This is an optimization exercise on Yosys and OpenROAD, whose aim is small area, a short achievable clock period and few clock cycles per item, not a production implementation.
Only simulation tests tie the RTL to the original design; equivalence was not proved.
Power is estimated from default activity; no workload was simulated.

// register_vm_execute_unit
module register_vm_execute_unit #(
	parameter int NUM_REGS  = rvx_pkg::NUM_REGS_DEF,
	parameter int MEM_WORDS = rvx_pkg::MEM_WORDS_DEF
) (
	input  logic                           clk,
	input  logic                           arst_n,
	input  logic                           start,
	output logic                           busy,
	input  logic [rvx_pkg::CMD_W-1:0]      cmd,
	input  logic [rvx_pkg::REG_FLD_W-1:0]  dest_reg,
	input  logic [rvx_pkg::REG_FLD_W-1:0]  src_reg,
	input  logic [rvx_pkg::ADDR_FLD_W-1:0] mem_addr,
	input  logic [rvx_pkg::WORD_W-1:0]     immediate,
	output logic                           strobe,
	output logic [rvx_pkg::WORD_W-1:0]     value,
	output logic [rvx_pkg::STATUS_W-1:0]   status
);
For scale: about 180,000 sq um of cells after synthesis.
Settings: LEC_CHECK=0, ABC_CLOCK_PERIOD_IN_PS=2200, CAP_MARGIN=20, CORE_MARGIN=2, CORE_UTILIZATION=40, CTS_CLUSTER_DIAMETER=100, CTS_CLUSTER_SIZE=24, SETUP_SLACK_MARGIN=2.6, SLEW_MARGIN=20, TNS_END_PERCENT=10; clock period 5.2 ns.
run.sh (not shown) runs the stock make flow with config.mk's settings and CLKGATE_MAP_FILE= SYNTH_SCRIPT=/design/flow/synth_recipe.tcl, a recipe that flattens the netlist after the stock synthesis.
Testbench counts at the start, summed over its fixed seeds: cycles 24,016, items 24,000.
Then changed:
--- a/flow/design.v
+++ b/flow/design.v
@@ -126,24 +126,26 @@
 	typedef logic [rvx_pkg::REG_FLD_W-1:0]  ridx_t;
 	typedef logic [rvx_pkg::ADDR_FLD_W-1:0] maddr_t;
 	function automatic logic b_is_reg(input cmd_t c);
 		b_is_reg = (c == rvx_pkg::CMD_ADD) || (c == rvx_pkg::CMD_MOVE_REG) ||
 		           (c == rvx_pkg::CMD_STORE);
 	endfunction
 	logic [NR-1:0][W-1:0] regs;
-	logic [NM-1:0][W-1:0] mem_q;
+	logic [NM-1:0][W-1:0] mem_q;    
+	logic                 phase_q;
 	logic clearing_q;
 	logic accept;
 	logic                 v1;
 	cmd_t                 cmd1;
 	ridx_t                d1;
 	ridx_t                s1;
 	maddr_t               a1;
 	rvx_pkg::word_t       imm1;
 	logic [NQ-1:0][W-1:0] mq1;        
+	logic                 ph1;        
 	logic                 mf1;        
 	logic                 mf2;        
 	rvx_pkg::word_t       mf2_data;
 	logic                 fa_add;     
 	logic                 fa_oth;     
 	logic                 fb_add;     
 	logic                 fb_oth;
@@ -159,19 +161,21 @@
 	rvx_pkg::word_t               value_q;
 	logic [rvx_pkg::STATUS_W-1:0] status_q;
 	assign busy   = clearing_q;
 	assign accept = start & ~clearing_q;
 	always_ff @(posedge clk or negedge arst_n) begin
 		if (!arst_n) begin
 			clearing_q <= 1'b1;
+			phase_q    <= 1'b0;
 			v1         <= 1'b0;
 			v2         <= 1'b0;
 			strobe_q   <= 1'b0;
 		end else begin
 			clearing_q <= 1'b0;
+			phase_q    <= ~clearing_q & ~phase_q;
 			v1         <= accept;
 			v2         <= v1;
 			strobe_q   <= v2;
 		end
 	end
 	logic [NQ-1:0][W-1:0] mem_qrd0;
 	always_comb begin
@@ -182,14 +186,15 @@
 	always_ff @(posedge clk) begin
 		cmd1 <= cmd;
 		d1   <= dest_reg;
 		s1   <= src_reg;
 		a1   <= mem_addr;
 		imm1 <= immediate;
 		mq1  <= mem_qrd0;
+		ph1  <= phase_q;
 		mf1      <= v1 & (cmd1 == rvx_pkg::CMD_STORE) & (mem_addr == a1);
 		mf2      <= v2 & (cmd2 == rvx_pkg::CMD_STORE) & (mem_addr == a2);
 		mf2_data <= op_b2;
 		fa_add   <= v1 & (cmd1 == rvx_pkg::CMD_ADD) & (dest_reg == d1);
 		fa_oth   <= v1 & rvx_pkg::writes_reg_other(cmd1) & (dest_reg == d1);
 		fb_add   <= v1 & (cmd1 == rvx_pkg::CMD_ADD) & b_is_reg(cmd) & (src_reg == d1);
 		fb_oth   <= v1 & rvx_pkg::writes_reg_other(cmd1) & b_is_reg(cmd) & (src_reg == d1);
@@ -201,15 +206,15 @@
 	rvx_pkg::word_t op_b1;
 	always_comb begin
 		if (mf1) begin
 			mem_rd1 = op_b2;
 		end else if (mf2) begin
 			mem_rd1 = mf2_data;
 		end else begin
-			mem_rd1 = mq1[a1[7:6]];
+			mem_rd1 = mq1[a1[7:6]] ^ {W{ph1}};
 		end
 	end
 	rvx_pkg::word_t reg_a1;
 	rvx_pkg::word_t reg_b1;
 	always_comb begin
 		reg_a1 = '0;
 		reg_b1 = '0;
@@ -267,17 +272,21 @@
 			if (reg_wen_q[i]) begin
 				regs[i] <= reg_wd;
 			end
 		end
 	end
 	logic [15:0]    set_hi_q;
 	logic [15:0]    set_lo_q;
+	logic [15:0]    sel_hi_q;
+	logic [15:0]    sel_lo_q;
 	logic [15:0]    st_hi1;
 	logic [15:0]    st_lo1;
-	rvx_pkg::word_t mem_wd;
+	rvx_pkg::word_t mem_wx;
+	logic [NM-1:0]  mem_set;
+	logic [NM-1:0]  mem_keep;
 	always_comb begin
 		for (int i = 0; i < 16; i++) begin
 			st_hi1[i] = v1 & (cmd1 == rvx_pkg::CMD_STORE) & (a1[7:4] == 4'(i));
 			st_lo1[i] = (a1[3:0] == 4'(i));
 		end
 	end
 	always_ff @(posedge clk or negedge arst_n) begin
@@ -285,20 +294,33 @@
 			set_hi_q <= '1;
 			set_lo_q <= '1;
 		end else begin
 			set_hi_q <= st_hi1;
 			set_lo_q <= st_lo1;
 		end
 	end
-	assign mem_wd = op_b2 & {W{v2}};
+	always_ff @(posedge clk or negedge arst_n) begin
+		if (!arst_n) begin
+			sel_hi_q <= '0;
+			sel_lo_q <= '0;
+		end else begin
+			sel_hi_q <= st_hi1;
+			sel_lo_q <= st_lo1;
+		end
+	end
+	assign mem_wx = op_b2 ^ {W{phase_q}};
+	always_comb begin
+		for (int i = 0; i < NM; i++) begin
+			mem_set[i]  = set_hi_q[i / 16] & set_lo_q[i % 16];
+			mem_keep[i] = ~(sel_hi_q[i / 16] & sel_lo_q[i % 16]);
+		end
+	end
 	always_ff @(posedge clk) begin
 		for (int i = 0; i < NM; i++) begin
-			if (set_hi_q[i / 16] & set_lo_q[i % 16]) begin
-				mem_q[i] <= mem_wd;
-			end
+			mem_q[i] <= ~((mem_q[i] | {W{mem_set[i]}}) & (mem_wx | {W{mem_keep[i]}}));
 		end
 	end
 	always_ff @(posedge clk) begin
 		value_q  <= ex_value;
 		status_q <= ex_status;
 	end
 	assign strobe = strobe_q;
What happened: Routed wire length is higher by 20%; total power is lower by 4.8%; setup slack gets better by 0.067 ns; count of clock-buffer cells in the layout is lower by 113; cell area is lower by 7.0%; maximum frequency is higher by 2.2%; sequential power is lower by 12%.
Testbench counts after the change, summed over its fixed seeds: cycles 24,016, items 24,000.

==> what the ideal ports hide <==
How much do the figures lean on ideal ports? The routed layouts below were timed once more, with nothing changed but the port constraints. Step 1 sets driving cells, clkbuf_16 on the clock port and buf_2 on the other inputs (assumed; they add their load-dependent delay and slew). Step 2 moves the port delays by t, midway between the first and last clock arrival at a register: inputs arrive t later, outputs are due t later. That takes back most of the time a late clock gives input paths. Three values: ideal ports, drivers, drivers and shift; two values: the first two.
| run | shift t [ns] | setup WS [ns] | hold WS [ns] | clock arrival spread, ns | worst register clock-pin slew, ns |
|---|---|---|---|---|---|
| the first run | 1.058 | 2.094 / 1.993 / 0.935 | 0.185 / 0.108 / 0.472 | 0.128 / 0.128 | 0.11 / 0.11 |
| the second run | 1.090 | 2.161 / 2.097 / 1.007 | 0.041 / -0.044 / 0.381 | 0.093 / 0.094 | 0.11 / 0.11 |
After both steps setup and hold are still met in every run listed. For the first run, which loses most, drivers alone change the setup slack by -0.101 ns; drivers and shift together by -1.159 ns.
